This is an optimization exercise on Yosys and OpenROAD, whose aim is small area and a short achievable clock period, not a production implementation.
RTL that was checked went through simulation tests only; none was proved equivalent to the original.
Power and IR drop assume default switching activity.

==> module pwm_smoother_top, before the edit <==
module pwm_smoother_top (
	input  logic        clk,
	input  logic        rst_n,
	input  logic        wb_cyc,
	input  logic        wb_stb,
	input  logic        wb_we,
	input  logic [1:0]  wb_adr,
	input  logic [15:0] wb_dat_w,
	output logic [15:0] wb_dat_r,
	output logic        wb_ack,
	output logic        pwm_out
);
	logic        wait_q;        
	logic        sv0;           
	logic        sv1;           
	logic        hist_clr;
	logic [2:0]  win_sel;
	logic        pwm_en;
	logic [4:0]  fill;
	logic [15:0] hist [16];     
	logic [19:0] part;          
	logic [15:0] avg;
	logic req, idle, rd_result, wr_sample, wr_ctrl, accept;
	assign req       = wb_cyc && wb_stb;
	assign idle      = !wb_ack && !wait_q;
	assign rd_result = !wb_we && (wb_adr == 2'd2);
	assign wr_sample = wb_we && (wb_adr == 2'd1);
	assign wr_ctrl   = wb_we && (wb_adr == 2'd0);
	assign accept    = idle && req && !(rd_result && sv1);
	always_ff @(posedge clk) begin
		if (!rst_n) begin
			wb_ack   <= 1'b0;
			wait_q   <= 1'b0;
			sv0      <= 1'b0;
			sv1      <= 1'b0;
			hist_clr <= 1'b0;
			win_sel  <= 3'd0;
			pwm_en   <= 1'b0;
		end else begin
			wb_ack   <= accept || wait_q;
			wait_q   <= idle && req && rd_result && sv1;
			sv0      <= accept && wr_sample;
			sv1      <= sv0;
			hist_clr <= accept && wr_ctrl && (wb_dat_w[2:0] != win_sel);
			if (accept && wr_ctrl) begin
				win_sel <= wb_dat_w[2:0];
				pwm_en  <= wb_dat_w[4];
			end
		end
	end
	always_ff @(posedge clk) begin
		case (wb_adr)
			2'd0:    wb_dat_r <= {11'd0, pwm_en, 1'b0, win_sel};
			2'd1:    wb_dat_r <= hist[0];
			2'd2:    wb_dat_r <= avg;
			default: wb_dat_r <= {11'd0, fill};
		endcase
	end
	always_ff @(posedge clk) begin
		if (accept && wr_sample) begin
			hist[0] <= wb_dat_w;
			for (int i = 1; i < 16; i++)
				hist[i] <= hist[i-1];
		end
	end
	always_ff @(posedge clk) begin
		if (!rst_n || hist_clr)
			fill <= 5'd0;
		else if (sv0 && !fill[4])
			fill <= fill + 5'd1;
	end
	logic [15:0] drop;
	always_comb begin
		case (win_sel[2] ? 3'd4 : {1'b0, win_sel[1:0]})
			3'd0:    drop = hist[0];
			3'd1:    drop = (fill >= 5'd2)  ? hist[1]  : 16'd0;
			3'd2:    drop = (fill >= 5'd4)  ? hist[3]  : 16'd0;
			3'd3:    drop = (fill >= 5'd8)  ? hist[7]  : 16'd0;
			default: drop = fill[4]         ? hist[15] : 16'd0;
		endcase
	end
	logic [19:0] sum;
	assign sum = part + {4'd0, hist[0]};
	always_ff @(posedge clk) begin
		if (!rst_n || hist_clr)
			part <= 20'd0;
		else if (sv1)
			part <= sum - {4'd0, drop};
	end
	always_ff @(posedge clk) begin
		if (!rst_n)
			avg <= 16'd0;
		else if (sv1) begin
			case (win_sel[2] ? 3'd4 : {1'b0, win_sel[1:0]})
				3'd0:    avg <= sum[15:0];
				3'd1:    avg <= sum[16:1];
				3'd2:    avg <= sum[17:2];
				3'd3:    avg <= sum[18:3];
				default: avg <= sum[19:4];
			endcase
		end
	end
	logic [7:0] cnt;
	logic [7:0] duty_q;
	always_ff @(posedge clk) begin
		if (!rst_n) begin
			cnt     <= 8'd0;
			duty_q  <= 8'd0;
			pwm_out <= 1'b0;
		end else begin
			cnt <= cnt + 8'd1;
			if (cnt == 8'd255)
				duty_q <= avg[15:8];
			pwm_out <= pwm_en && (cnt < duty_q);
		end
	end
endmodule
==> flow/config.mk <==
export PLATFORM = sky130hd
export DESIGN_NAME = pwm_smoother_top
export DESIGN_NICKNAME = pwm_smoother_top
export VERILOG_FILES = /design/flow/design.v
export SDC_FILE = /design/flow/constraint.sdc
export NUM_CORES = 4
export LEC_CHECK = 0
export CAP_MARGIN = 20
export CORE_MARGIN = 2
export CORE_UTILIZATION = 40
export SLEW_MARGIN = 20
==> flow/constraint.sdc <==
create_clock -name core_clock -period 18.0 [get_ports {clk}]
set_input_delay 3.6000 -clock core_clock [delete_from_list [all_inputs] [get_ports {clk}]]
set_output_delay 3.6000 -clock core_clock [all_outputs]
set_load 0.01 [all_outputs]
run.sh (not shown) runs the stock make flow with config.mk's settings and CLKGATE_MAP_FILE= SYNTH_SCRIPT=/design/flow/synth_recipe.tcl, a recipe that flattens the netlist after the stock synthesis.
Then changed:
--- a/flow/design.v
+++ b/flow/design.v
@@ -59,7 +59,9 @@
 	end
 	always_ff @(posedge clk) begin
-		if (accept && wr_sample) begin
+		if (idle && req && wr_sample)
 			hist[0] <= wb_dat_w;
-			for (int i = 1; i < 16; i++)
+		if (sv0) begin
+			hist[1] <= wb_dat_r;
+			for (int i = 2; i < 16; i++)
 				hist[i] <= hist[i-1];
 		end
Result:
- utilization stays flat
- hold slack got worse by 0.013 ns
- global-route usage is higher by 0.31 points
- worst setup slack improves by 1.0 ns
- routed wire length grows by 2.2%
- via count falls by 0.59%
- die area is about the same
- clock skew came out lower by 0.0045 ns
No functional check of the RTL was part of the second run of this note.

* * *

Setup of old:
The RTL this note starts from:
==> flow/design.v <==
`timescale 1ns/1ps
module pwm_smoother_top (
	input  logic        clk,
	input  logic        rst_n,
	input  logic        wb_cyc,
	input  logic        wb_stb,
	input  logic        wb_we,
	input  logic [1:0]  wb_adr,
	input  logic [15:0] wb_dat_w,
	output logic [15:0] wb_dat_r,
	output logic        wb_ack,
	output logic        pwm_out
);
	logic        wait_q;        
	logic        sv0;           
	logic        sv0_n;         
	logic        sv1;           
	logic        rst_q;         
	logic        hist_clr;
	logic [2:0]  win_sel;
	logic        pwm_en;
	logic [4:0]  fill;
	logic [15:0] hist [16];     
	logic [19:0] acc;           
	logic [15:0] avg;
	logic [7:0]  cnt;
	logic [7:0]  duty_q;
	logic req, idle, rd_result, wr_sample, wr_ctrl, accept;
	assign req       = wb_cyc && wb_stb;
	assign idle      = !wb_ack && !wait_q;
	assign rd_result = !wb_we && (wb_adr == 2'd2);
	assign wr_sample = wb_we && (wb_adr == 2'd1);
	assign wr_ctrl   = wb_we && (wb_adr == 2'd0);
	assign accept    = idle && req && !(rd_result && sv1);
	always_ff @(posedge clk) begin
		wb_ack   <= accept || (wait_q && rst_n);
		wait_q   <= idle && req && rd_result && sv1;
		sv0      <= accept && wr_sample;
		sv0_n    <= !(accept && wr_sample);
		sv1      <= sv0 && rst_n;
		rst_q    <= !rst_n;
		hist_clr <= accept && wr_ctrl && (wb_dat_w[2:0] != win_sel);
		if (!rst_n) begin
			win_sel <= 3'd0;
			pwm_en  <= 1'b0;
		end else if (accept && wr_ctrl) begin
			win_sel <= wb_dat_w[2:0];
			pwm_en  <= wb_dat_w[4];
		end
	end
	always_ff @(posedge clk) begin
		case (wb_adr)
			2'd0:    wb_dat_r <= {11'd0, pwm_en, 1'b0, win_sel};
			2'd1:    wb_dat_r <= hist[0];
			2'd2:    wb_dat_r <= rst_q ? 16'd0 : avg;
			default: wb_dat_r <= rst_q ? 16'd0 : {11'd0, fill};
		endcase
	end
	always_ff @(posedge clk) begin
		if (idle && req && wr_sample)
			hist[0] <= wb_dat_w;
	end
	always_ff @(posedge clk) begin
		hist[1] <= (wb_dat_r & {16{sv0}}) | (hist[1] & {16{sv0_n}});
		for (int i = 2; i < 16; i++)
			hist[i] <= (hist[i-1] & {16{sv0}}) | (hist[i] & {16{sv0_n}});
	end
	always_ff @(posedge clk) begin
		if (rst_q || hist_clr)
			fill <= 5'd0;
		else if (sv0 && !fill[4])
			fill <= fill + 5'd1;
	end
	logic [2:0]  shift;
	logic [15:0] drop;
	assign shift = win_sel[2] ? 3'd4 : {1'b0, win_sel[1:0]};
	always_comb begin
		case (shift)
			3'd0:    drop = hist[0];
			3'd1:    drop = (fill >= 5'd2) ? hist[1]  : 16'd0;
			3'd2:    drop = (fill >= 5'd4) ? hist[3]  : 16'd0;
			3'd3:    drop = (fill >= 5'd8) ? hist[7]  : 16'd0;
			default: drop = fill[4]        ? hist[15] : 16'd0;
		endcase
	end
	logic [19:0] addend;
	assign addend = sv0 ? {4'd0, hist[0]} : ~{4'd0, drop};
	always_ff @(posedge clk) begin
		if (rst_q || hist_clr)
			acc <= 20'd0;
		else if (sv0 || sv1)
			acc <= acc + addend + {19'd0, !sv0};
	end
	always_ff @(posedge clk) begin
		if (rst_q)
			avg <= 16'd0;
		else if (sv1) begin
			case (shift)
				3'd0:    avg <= acc[15:0];
				3'd1:    avg <= acc[16:1];
				3'd2:    avg <= acc[17:2];
				3'd3:    avg <= acc[18:3];
				default: avg <= acc[19:4];
			endcase
		end
	end
	always_ff @(posedge clk) begin
		if (rst_q) begin
			cnt    <= 8'd1;
			duty_q <= 8'd0;
		end else begin
			cnt <= cnt + 8'd1;
			if (cnt == 8'd255)
				duty_q <= avg[15:8];
		end
		pwm_out <= rst_n && pwm_en && (cnt < duty_q);
	end
endmodule
Settings: LEC_CHECK=0, CAP_MARGIN=20, CORE_MARGIN=2, CORE_UTILIZATION=60, CTS_BUF_LIST=sky130_fd_sc_hd__clkbuf_16, CTS_CLUSTER_DIAMETER=100, CTS_CLUSTER_SIZE=24, SLEW_MARGIN=20, TNS_END_PERCENT=5; clock period 18.0 ns.
standard.sh (not shown) runs the stock make flow with config.mk's settings and CLKGATE_MAP_FILE= SYNTH_SCRIPT=/design/flow/synth_recipe.tcl, a recipe that flattens the netlist after the stock synthesis.
==> flow/flow/run.sh <==
#!/bin/bash
set -e
bash standard.sh SETUP_SLACK_MARGIN=13.4 BUFFER_PORTS_ARGS="-buffer_cell sky130_fd_sc_hd__buf_2" finish > standard.log 2>&1
Changes in new relative to old:
--- a/flow/design.v
+++ b/flow/design.v
@@ -19,4 +19,5 @@
 	logic        hist_clr;
 	logic [2:0]  win_sel;
+	logic [4:0]  win;           
 	logic        pwm_en;
 	logic [4:0]  fill;
@@ -43,7 +44,9 @@
 		if (!rst_n) begin
 			win_sel <= 3'd0;
+			win     <= 5'd1;
 			pwm_en  <= 1'b0;
 		end else if (accept && wr_ctrl) begin
 			win_sel <= wb_dat_w[2:0];
+			win     <= wb_dat_w[2] ? 5'd16 : (5'd1 << wb_dat_w[1:0]);
 			pwm_en  <= wb_dat_w[4];
 		end
@@ -72,16 +75,10 @@
 			fill <= fill + 5'd1;
 	end
-	logic [2:0]  shift;
 	logic [15:0] drop;
-	assign shift = win_sel[2] ? 3'd4 : {1'b0, win_sel[1:0]};
-	always_comb begin
-		case (shift)
-			3'd0:    drop = hist[0];
-			3'd1:    drop = (fill >= 5'd2) ? hist[1]  : 16'd0;
-			3'd2:    drop = (fill >= 5'd4) ? hist[3]  : 16'd0;
-			3'd3:    drop = (fill >= 5'd8) ? hist[7]  : 16'd0;
-			default: drop = fill[4]        ? hist[15] : 16'd0;
-		endcase
-	end
+	logic [4:0] take;
+	assign take = win & {fill[4], |fill[4:3], |fill[4:2], |fill[4:1], 1'b1};
+	assign drop = (hist[0] & {16{take[0]}}) | (hist[1] & {16{take[1]}})
+	            | (hist[3] & {16{take[2]}}) | (hist[7] & {16{take[3]}})
+	            | (hist[15] & {16{take[4]}});
 	logic [19:0] addend;
 	assign addend = sv0 ? {4'd0, hist[0]} : ~{4'd0, drop};
@@ -96,11 +93,7 @@
 			avg <= 16'd0;
 		else if (sv1) begin
-			case (shift)
-				3'd0:    avg <= acc[15:0];
-				3'd1:    avg <= acc[16:1];
-				3'd2:    avg <= acc[17:2];
-				3'd3:    avg <= acc[18:3];
-				default: avg <= acc[19:4];
-			endcase
+			avg <= (acc[15:0] & {16{win[0]}}) | (acc[16:1] & {16{win[1]}})
+			     | (acc[17:2] & {16{win[2]}}) | (acc[18:3] & {16{win[3]}})
+			     | (acc[19:4] & {16{win[4]}});
 		end
 	end
--- outcome ---
The routed length on met2 reported for new is greater than that of old by about 2%.
old has a higher share of power burned in the clock network than new.
Against old, new comes in 7.4 ps higher on worst hold slack.
Overall routing resource usage for new: 0.35 points up relative to old
new supports a lower top clock frequency than old.
Setup TNS came out exactly the same in new and old.
Of new and old, it is new that has the lower layout overhead on the synthesized area.
Diff old -> new: non-clock buffer count decreased by 5 relative to the old numbers; multiplexer share of the synthesized area now sits lower; number of tap cells inserted did not really move; ratio of final minimum period to clock period now larger; vias after detailed routing up 1.2%.
Between old and new, die outline area decreased.

## separate check: timing with driven ports
The results above use ideal ports. As a check the final layouts listed here were re-extracted and re-timed, cells and wires unchanged.
Step 1, drivers: a clkbuf_16 drives clk and a buf_2 each remaining input, both assumed.
Step 2 moves the port delays by t, midway between the first and last clock arrival at a register: inputs arrive t later, outputs are due t later. That takes back most of the time a late clock gives input paths.
a / b / c = ideal / step 1 / step 2; a / b = the first two.
| run | t, ns | slack for setup (ns) | worst setup path at the end | clock arrival spread, ns | pins driven straight from the clock port |
|---|---|---|---|---|---|
| the first run of note 1 | 0.568 | 10.851 / 10.878 / 10.310 | input to register | 0.024 / 0.023 | 1 |
| the second run of note 1 | 0.565 | 11.894 / 11.920 / 11.356 | input to register | 0.021 / 0.021 | 1 |
| old | 0.551 | 13.367 / 13.319 / 12.861 | input to register | 0.025 / 0.025 | 1 |
| new | 0.562 | 13.332 / 13.285 / 12.882 | input to register | 0.028 / 0.027 | 1 |
After both steps every run listed still meets setup and hold. The setup slack of the first run of note 1, which loses most, moves by +0.027 ns with the drivers and by -0.541 ns with both steps.
